From an optimization exercise on the open Yosys and OpenROAD flow, aimed at a short achievable clock period and few clock cycles; shortcuts taken in it are not production practice. In this exercise RTL edits were held to simulation tests only and were not proved equivalent to the original.

==> 02-13: inputs <==
// pipeCpu
module pipeCpu (
    input  logic          clk,
    input  logic          arstN,
    output isaPkg::word_t pc,
    input  isaPkg::word_t inst,
    output isaPkg::word_t dataAddress,
    output isaPkg::word_t writeData,
    output logic          memRead,
    output logic          memWrite,
    input  isaPkg::word_t readData
);
export LEC_CHECK = 0
export CAP_MARGIN = 20
export CORE_MARGIN = 2
export CORE_UTILIZATION = 55
export PLACE_DENSITY = 0.65
export SETUP_SLACK_MARGIN = 5
export SLEW_MARGIN = 20
export SYNTH_HIERARCHICAL = 1
export SYNTH_MINIMUM_KEEP_SIZE = 0
export TNS_END_PERCENT = 100
create_clock -name core_clock -period 8.5 [get_ports {clk}]
standard.sh (not shown) runs the stock make flow with config.mk's settings and CLKGATE_MAP_FILE= SYNTH_SCRIPT=/design/flow/synth_recipe.tcl, a recipe that flattens the netlist after the stock synthesis.
==> flow/flow/run.sh <==
#!/bin/bash
set -euo pipefail
bash standard.sh finish SETUP_SLACK_MARGIN=5.8 > make.log 2>&1
==> 07-07: changes against 02-13 <==
--- a/flow/design.v
+++ b/flow/design.v
@@ -391,32 +391,28 @@
     logic        dAddiu, dAndi, dOri, dLui, dLw, dSw, dBeq, dBne;
     logic        dWrRaw, dUseImm, dConstRaw, dRsZero, dRtZero;
     logic        dReplayPre, dJrGoPre, dBrZeroPre, dBrK;
     logic        dEHitRs, dEHitRt;       
     logic        dMHitRs, dMHitRt;       
     logic        dWHitRs, dWHitRt;       
     logic        eJr, eWr, eLoad, eStore;
-    logic [2:0]  eRdEq, eRdNe;
-    logic        eLateEq, eLateNe, eLateA;
+    logic [4:0]  eRdEq, eRdNe;
     logic        eConst, eZeroKnown, eIsZero, eEq;
     logic [31:0] eAltPc;
     logic [4:0]  eDest;
     logic [31:0] eOpA, eOpB, eSd;
     logic        eFwdAluA, eFwdLdA, eFwdAluB, eFwdLdB, eFwdAluSd, eFwdLdSd;
     logic        eSelAdd, eSelAnd, eSelOr, eSelSlt, eSub;
     logic        mWr, mLoad, mStore, mSelLd;
     logic [4:0]  mDest;
     logic [31:0] mAlu, mSd, mAddr;
     logic        wWr;
     logic [4:0]  wDest;
     logic [31:0] wValue;
     logic        exRedirect;
-    logic        memRedirect;
-    logic        mLateEq, mLateNe;
-    logic [31:0] mCmpOther, mAltPc;
     logic [31:0] exRes;
     logic        dReplay;
     logic        dBrFix;
     logic [31:0] dBrFixTarget;
     logic        dJrGo;
     logic        dConstWr;
     logic [4:0]  dDest;
@@ -477,31 +473,30 @@
     assign fPredT    = (fIsBeq | fIsBne) & !fSame & (inst[15] | (PRED_BNE & fIsBne));
     assign fJrC      = fIsJr & dConstWr & (dDest == fRs);
     always_comb begin
         if (fIsJ)                       pcIf = fJTarget;
         else if (fBrUncond | fPredT)    pcIf = fBrTarget;
         else if (fJrC)                  pcIf = dImm;
         else                            pcIf = pc4;
-        if (memRedirect)                pcNext = mAltPc;
-        else if (exRedirect)            pcNext = eAltPc;
+        if (exRedirect)                 pcNext = eAltPc;
         else if (dReplay)               pcNext = dPc;
         else if (dBrFix)                pcNext = dBrFixTarget;
         else                            pcNext = pcIf;
     end
     always_ff @(posedge clk or negedge arstN) begin
         if (!arstN) begin
             pc <= 32'h0000_0000;
         end else begin
             pc <= pcNext;
         end
     end
     always_ff @(posedge clk or negedge arstN) begin
         if (!arstN) begin
             dValid <= 1'b0;
-        end else if (memRedirect | exRedirect | dReplay | dBrFix | dJrGo) begin
+        end else if (exRedirect | dReplay | dBrFix | dJrGo) begin
             dValid <= 1'b0;
         end else begin
             dValid <= !(fIsJ | fBrUncond | fBrNever | fJrC);
         end
     end
     logic [5:0]  fFn;
     logic        fIsR, fAddu, fSubu, fAnd, fOr, fSlt, fJr;
@@ -610,55 +605,49 @@
     assign wHitRt = dWHitRt;
     assign rsValOld = wHitRs ? wValue : rfRs;
     assign rsVal = mHitRs ? mValue : rsValOld;
     assign rtVal = mHitRt ? mValue : wHitRt ? wValue : rfRt;
     assign dReplay = dValid && dReplayPre;
     assign dJrGo   = dValid && dJrGoPre;
     assign dJrTarget = eHitRs ? eOpB : rsVal;
-    assign go = dValid && !memRedirect && !exRedirect && !dReplay;
+    assign go = dValid && !exRedirect && !dReplay;
     logic [31:0] zA, zB;
     logic        dResZero;
     assign zA = rsValOld;
     assign zB = dImm;
     assign dResZero = ~|((zA ^ zB) ^ {zA[30:0] | zB[30:0], 1'b0});
     logic dBrZeroReg;
     assign dBrZeroReg = dBrZeroPre;
     assign dBrFix     = dValid && dBrZeroPre && eZeroKnown && (eIsZero ^ dBrK);
     assign dBrFixTarget = dPredT ? dPc4 : dTarget;
     logic       dBrGo;
-    logic [2:0] dCmpSel;
-    logic       dCmpLd;
+    logic [4:0] dCmpSel;
     assign dBrGo   = go && (dBeq || dBne) && !(dBrZeroReg && eZeroKnown);
-    assign dCmpSel = {eHitRs && !eLoad, eHitRt && !eLoad, !eHitRs && !eHitRt};
-    assign dCmpLd  = eLoad && (eHitRs || eHitRt);
+    assign dCmpSel = {eHitRs && !eLoad, eHitRt && !eLoad, eHitRs && eLoad, eHitRt && eLoad,
+                      !eHitRs && !eHitRt};
     always_ff @(posedge clk or negedge arstN) begin
         if (!arstN) begin
             eRdEq  <= '0;
             eRdNe  <= '0;
-            eLateEq <= 1'b0;
-            eLateNe <= 1'b0;
             eJr    <= 1'b0;
             eWr    <= 1'b0;
             eLoad  <= 1'b0;
             eStore <= 1'b0;
         end else begin
-            eRdEq  <= {3{dBrGo && (dBeq != dPredT)}} & dCmpSel;
-            eRdNe  <= {3{dBrGo && (dBeq == dPredT)}} & dCmpSel;
-            eLateEq <= dBrGo && (dBeq != dPredT) && dCmpLd;
-            eLateNe <= dBrGo && (dBeq == dPredT) && dCmpLd;
+            eRdEq  <= {5{dBrGo && (dBeq != dPredT)}} & dCmpSel;
+            eRdNe  <= {5{dBrGo && (dBeq == dPredT)}} & dCmpSel;
             eJr    <= go && dJr;
             eWr    <= go && dWr;
             eLoad  <= go && dLw;
             eStore <= go && dSw;
         end
     end
     always_ff @(posedge clk) begin
         eAltPc     <= dJr ? dJrTarget : dPredT ? dPc4 : dTarget;
         eConst     <= dConstWr;
-        eLateA     <= eHitRs;
         eZeroKnown <= dAddiu && !eHitRs && !mHitRs;
         eIsZero    <= dResZero;
         eEq        <= rsVal == rtVal;
         eDest      <= dDest;
         eOpA       <= dLui ? 32'd0 : rsVal;
         eOpB       <= dUseImm ? dImm : rtVal;
         eSd        <= rtVal;
@@ -691,42 +680,35 @@
     logic exSameSign;
     assign exSameSign = exA[31] ~^ exB[31];
     assign exLogic = ({32{eSelAnd}} & (exA & exB)) |
                      ({32{eSelOr}}  & (exA | exB)) |
                      {31'd0, eSelSlt & !exSameSign & exA[31]};
     assign exRes   = ({32{eSelAdd}} & exSum) | exLogic |
                      {31'd0, eSelSlt & exSameSign & exSum[31]};
-    logic [2:0] exCmp;
-    assign exCmp = {mAlu == eOpB, eOpA == mAlu, eEq};
+    logic [4:0] exCmp;
+    assign exCmp = {mAlu == eOpB, eOpA == mAlu, readData == eOpB, eOpA == readData, eEq};
     assign exRedirect = |((exCmp & eRdEq) | (~exCmp & eRdNe)) || eJr;
-    assign memRedirect = (wValue == mCmpOther) ? mLateEq : mLateNe;
     always_ff @(posedge clk or negedge arstN) begin
         if (!arstN) begin
             mWr    <= 1'b0;
             mLoad  <= 1'b0;
             mStore <= 1'b0;
-            mLateEq <= 1'b0;
-            mLateNe <= 1'b0;
             mAddr  <= '0;
         end else begin
-            mWr    <= eWr && !memRedirect;
-            mLoad  <= eLoad && !memRedirect;
-            mStore <= eStore && !memRedirect;
-            mLateEq <= eLateEq && !memRedirect;
-            mLateNe <= eLateNe && !memRedirect;
+            mWr    <= eWr;
+            mLoad  <= eLoad;
+            mStore <= eStore;
             mAddr  <= exRes;
         end
     end
     always_ff @(posedge clk) begin
         mDest  <= eDest;
         mAlu   <= exRes;
         mSd    <= exSd;
         mSelLd <= eLoad;
-        mCmpOther <= eLateA ? eOpB : eOpA;
-        mAltPc <= eAltPc;
     end
     assign dataAddress = mAddr;
     assign writeData   = mSd;
     assign memRead     = mLoad;
     assign memWrite    = mStore;
     always_ff @(posedge clk or negedge arstN) begin
         if (!arstN) begin
==> 10-05: changes against 02-13 <==
--- a/flow/design.v
+++ b/flow/design.v
@@ -391,32 +391,28 @@
     logic        dAddiu, dAndi, dOri, dLui, dLw, dSw, dBeq, dBne;
     logic        dWrRaw, dUseImm, dConstRaw, dRsZero, dRtZero;
     logic        dReplayPre, dJrGoPre, dBrZeroPre, dBrK;
     logic        dEHitRs, dEHitRt;       
     logic        dMHitRs, dMHitRt;       
     logic        dWHitRs, dWHitRt;       
     logic        eJr, eWr, eLoad, eStore;
-    logic [2:0]  eRdEq, eRdNe;
-    logic        eLateEq, eLateNe, eLateA;
+    logic [4:0]  eRdEq, eRdNe;
     logic        eConst, eZeroKnown, eIsZero, eEq;
     logic [31:0] eAltPc;
     logic [4:0]  eDest;
     logic [31:0] eOpA, eOpB, eSd;
     logic        eFwdAluA, eFwdLdA, eFwdAluB, eFwdLdB, eFwdAluSd, eFwdLdSd;
     logic        eSelAdd, eSelAnd, eSelOr, eSelSlt, eSub;
     logic        mWr, mLoad, mStore, mSelLd;
     logic [4:0]  mDest;
     logic [31:0] mAlu, mSd, mAddr;
     logic        wWr;
     logic [4:0]  wDest;
     logic [31:0] wValue;
     logic        exRedirect;
-    logic        memRedirect;
-    logic        mLateEq, mLateNe;
-    logic [31:0] mCmpOther, mAltPc;
     logic [31:0] exRes;
     logic        dReplay;
     logic        dBrFix;
     logic [31:0] dBrFixTarget;
     logic        dJrGo;
     logic        dConstWr;
     logic [4:0]  dDest;
@@ -477,31 +473,30 @@
     assign fPredT    = (fIsBeq | fIsBne) & !fSame & (inst[15] | (PRED_BNE & fIsBne));
     assign fJrC      = fIsJr & dConstWr & (dDest == fRs);
     always_comb begin
         if (fIsJ)                       pcIf = fJTarget;
         else if (fBrUncond | fPredT)    pcIf = fBrTarget;
         else if (fJrC)                  pcIf = dImm;
         else                            pcIf = pc4;
-        if (memRedirect)                pcNext = mAltPc;
-        else if (exRedirect)            pcNext = eAltPc;
+        if (exRedirect)                 pcNext = eAltPc;
         else if (dReplay)               pcNext = dPc;
         else if (dBrFix)                pcNext = dBrFixTarget;
         else                            pcNext = pcIf;
     end
     always_ff @(posedge clk or negedge arstN) begin
         if (!arstN) begin
             pc <= 32'h0000_0000;
         end else begin
             pc <= pcNext;
         end
     end
     always_ff @(posedge clk or negedge arstN) begin
         if (!arstN) begin
             dValid <= 1'b0;
-        end else if (memRedirect | exRedirect | dReplay | dBrFix | dJrGo) begin
+        end else if (exRedirect | dReplay | dBrFix | dJrGo) begin
             dValid <= 1'b0;
         end else begin
             dValid <= !(fIsJ | fBrUncond | fBrNever | fJrC);
         end
     end
     logic [5:0]  fFn;
     logic        fIsR, fAddu, fSubu, fAnd, fOr, fSlt, fJr;
@@ -610,55 +605,49 @@
     assign wHitRt = dWHitRt;
     assign rsValOld = wHitRs ? wValue : rfRs;
     assign rsVal = mHitRs ? mValue : rsValOld;
     assign rtVal = mHitRt ? mValue : wHitRt ? wValue : rfRt;
     assign dReplay = dValid && dReplayPre;
     assign dJrGo   = dValid && dJrGoPre;
     assign dJrTarget = eHitRs ? eOpB : rsVal;
-    assign go = dValid && !memRedirect && !exRedirect && !dReplay;
+    assign go = dValid && !exRedirect && !dReplay;
     logic [31:0] zA, zB;
     logic        dResZero;
     assign zA = rsValOld;
     assign zB = dImm;
     assign dResZero = ~|((zA ^ zB) ^ {zA[30:0] | zB[30:0], 1'b0});
     logic dBrZeroReg;
     assign dBrZeroReg = dBrZeroPre;
     assign dBrFix     = dValid && dBrZeroPre && eZeroKnown && (eIsZero ^ dBrK);
     assign dBrFixTarget = dPredT ? dPc4 : dTarget;
     logic       dBrGo;
-    logic [2:0] dCmpSel;
-    logic       dCmpLd;
+    logic [4:0] dCmpSel;
     assign dBrGo   = go && (dBeq || dBne) && !(dBrZeroReg && eZeroKnown);
-    assign dCmpSel = {eHitRs && !eLoad, eHitRt && !eLoad, !eHitRs && !eHitRt};
-    assign dCmpLd  = eLoad && (eHitRs || eHitRt);
+    assign dCmpSel = {eHitRs && !eLoad, eHitRt && !eLoad, eHitRs && eLoad, eHitRt && eLoad,
+                      !eHitRs && !eHitRt};
     always_ff @(posedge clk or negedge arstN) begin
         if (!arstN) begin
             eRdEq  <= '0;
             eRdNe  <= '0;
-            eLateEq <= 1'b0;
-            eLateNe <= 1'b0;
             eJr    <= 1'b0;
             eWr    <= 1'b0;
             eLoad  <= 1'b0;
             eStore <= 1'b0;
         end else begin
-            eRdEq  <= {3{dBrGo && (dBeq != dPredT)}} & dCmpSel;
-            eRdNe  <= {3{dBrGo && (dBeq == dPredT)}} & dCmpSel;
-            eLateEq <= dBrGo && (dBeq != dPredT) && dCmpLd;
-            eLateNe <= dBrGo && (dBeq == dPredT) && dCmpLd;
+            eRdEq  <= {5{dBrGo && (dBeq != dPredT)}} & dCmpSel;
+            eRdNe  <= {5{dBrGo && (dBeq == dPredT)}} & dCmpSel;
             eJr    <= go && dJr;
             eWr    <= go && dWr;
             eLoad  <= go && dLw;
             eStore <= go && dSw;
         end
     end
     always_ff @(posedge clk) begin
         eAltPc     <= dJr ? dJrTarget : dPredT ? dPc4 : dTarget;
         eConst     <= dConstWr;
-        eLateA     <= eHitRs;
         eZeroKnown <= dAddiu && !eHitRs && !mHitRs;
         eIsZero    <= dResZero;
         eEq        <= rsVal == rtVal;
         eDest      <= dDest;
         eOpA       <= dLui ? 32'd0 : rsVal;
         eOpB       <= dUseImm ? dImm : rtVal;
         eSd        <= rtVal;
@@ -691,42 +680,35 @@
     logic exSameSign;
     assign exSameSign = exA[31] ~^ exB[31];
     assign exLogic = ({32{eSelAnd}} & (exA & exB)) |
                      ({32{eSelOr}}  & (exA | exB)) |
                      {31'd0, eSelSlt & !exSameSign & exA[31]};
     assign exRes   = ({32{eSelAdd}} & exSum) | exLogic |
                      {31'd0, eSelSlt & exSameSign & exSum[31]};
-    logic [2:0] exCmp;
-    assign exCmp = {mAlu == eOpB, eOpA == mAlu, eEq};
+    logic [4:0] exCmp;
+    assign exCmp = {mAlu == eOpB, eOpA == mAlu, readData == eOpB, eOpA == readData, eEq};
     assign exRedirect = |((exCmp & eRdEq) | (~exCmp & eRdNe)) || eJr;
-    assign memRedirect = (wValue == mCmpOther) ? mLateEq : mLateNe;
     always_ff @(posedge clk or negedge arstN) begin
         if (!arstN) begin
             mWr    <= 1'b0;
             mLoad  <= 1'b0;
             mStore <= 1'b0;
-            mLateEq <= 1'b0;
-            mLateNe <= 1'b0;
             mAddr  <= '0;
         end else begin
-            mWr    <= eWr && !memRedirect;
-            mLoad  <= eLoad && !memRedirect;
-            mStore <= eStore && !memRedirect;
-            mLateEq <= eLateEq && !memRedirect;
-            mLateNe <= eLateNe && !memRedirect;
+            mWr    <= eWr;
+            mLoad  <= eLoad;
+            mStore <= eStore;
             mAddr  <= exRes;
         end
     end
     always_ff @(posedge clk) begin
         mDest  <= eDest;
         mAlu   <= exRes;
         mSd    <= exSd;
         mSelLd <= eLoad;
-        mCmpOther <= eLateA ? eOpB : eOpA;
-        mAltPc <= eAltPc;
     end
     assign dataAddress = mAddr;
     assign writeData   = mSd;
     assign memRead     = mLoad;
     assign memWrite    = mStore;
     always_ff @(posedge clk or negedge arstN) begin
         if (!arstN) begin
==> flow/flow/run.sh (replaced) <==
#!/bin/bash
set -euo pipefail
bash standard.sh finish SETUP_SLACK_MARGIN=6.6 > make.log 2>&1
==> results.ini <==
[status]
status = complete, no violations

[final_layout]
multi_input_area_share = 0.418
clock_cell_area_share = 0.0527
clkbuf_count = 231
multi_input_area_um2 = 43100
drive_above_1_share = 0.448

[detailed_routing]
wl_met2_um = 142000

[floorplan]
die_h_um = 388

[global_routing]
antenna_found_initial = 11

[setup_path]
cpPeakStageDelay_ns = 0.41
critPathSlowestCell = dfxtp_4
crit_family = simple AND/OR/NAND/NOR gates
r2r_slack_ns = 5.10

[sta]
fin_crit_sh = 0.399
finalWorstSetupSlack_ns = 5.10

Source of the figures above: 02-13

==> results.ini <==
[final_layout]
multi_input_area_share = 0.421
clkbuf_count = 225
dominant_cells = registers
drive_above_1_share = 0.442
multi_input_area_um2 = 42200
clock_cell_area_share = 0.0532

[sta]
finalWorstSetupSlack_ns = 5.17
fin_crit_sh = 0.392

[status]
status = complete, no violations

[power_and_ir_drop]
vdd_drop_max_uv = 186

[global_routing]
grt.busiest_layer = met2
grt_use_met1 = 0.566
antenna_found_initial = 15
grt_first_pass_wirelength_um = 436000

[floorplan]
die_h_um = 385

[setup_path]
r2r_slack_ns = 5.24
critPathSlowestCell = a221o_1
crit_family = compound AO/OA/AOI/OAI gates

[placed_design]
place.gp.congestion = 0.992

[detailed_routing]
wl_met2_um = 135000
top_layer = met5

Source of the figures above: 07-07

==> results.ini <==
[status]
status = complete, no violations

[final_layout]
multi_input_area_share = 0.424
clkbuf_count = 237
clock_cell_area_share = 0.0506

[detailed_routing]
wl_met2_um = 145000

[setup_path]
r2r_slack_ns = 5.07
critPathSlowestCell = nor2_4
endpoint = eEq
cpPeakStageDelay_ns = 0.40

[logic_synthesis]
yosysWarnings = 20

[hold_path]
min_from = dSlt

[sta]
finalWorstSetupSlack_ns = 5.07
fin_crit_sh = 0.403

[global_routing]
antenna_found_initial = 20

[floorplan]
die_h_um = 385

Source of the figures above: 10-05

Testbench counts of 02-13, summed over its fixed seeds: cycles 109,077.
Testbench counts of 07-07, summed over its fixed seeds: cycles 109,069.
Testbench counts of 10-05, summed over its fixed seeds: cycles 109,069.

what the ideal ports hide:
The flow's constraints put no driver on any port. The routed layouts listed below were extracted and timed again, unchanged, in two steps. Step 1 (the two cells are an assumption about what drives the block):
set clk [get_ports {clk}]
set_driving_cell -lib_cell sky130_fd_sc_hd__clkbuf_16 $clk
set_driving_cell -lib_cell sky130_fd_sc_hd__buf_2 [delete_from_list [all_inputs] $clk]
Step 2, shift: input delay + t, output delay - t, t = (earliest + latest rising clock arrival at the registers) / 2. This alone moves slack from input paths to output paths. Three values: ideal, step 1, step 2; two values: the first two.
run	t (ns)	setup WS [ns]	worst hold slack (ns)	worst slew at a driven data input, ns
02-13	0.899	5.105 / 5.105 / 4.328	0.348 / 0.348 / 0.348	0.13
07-07	0.896	5.169 / 5.172 / 4.276	0.350 / 0.350 / 0.350	0.21
10-05	0.889	5.075 / 5.075 / 4.283	0.360 / 0.360 / 0.360	0.17
After both steps every run listed still meets setup and hold. For 07-07, which loses most, drivers alone change the setup slack by +0.003 ns; drivers and shift together by -0.893 ns.
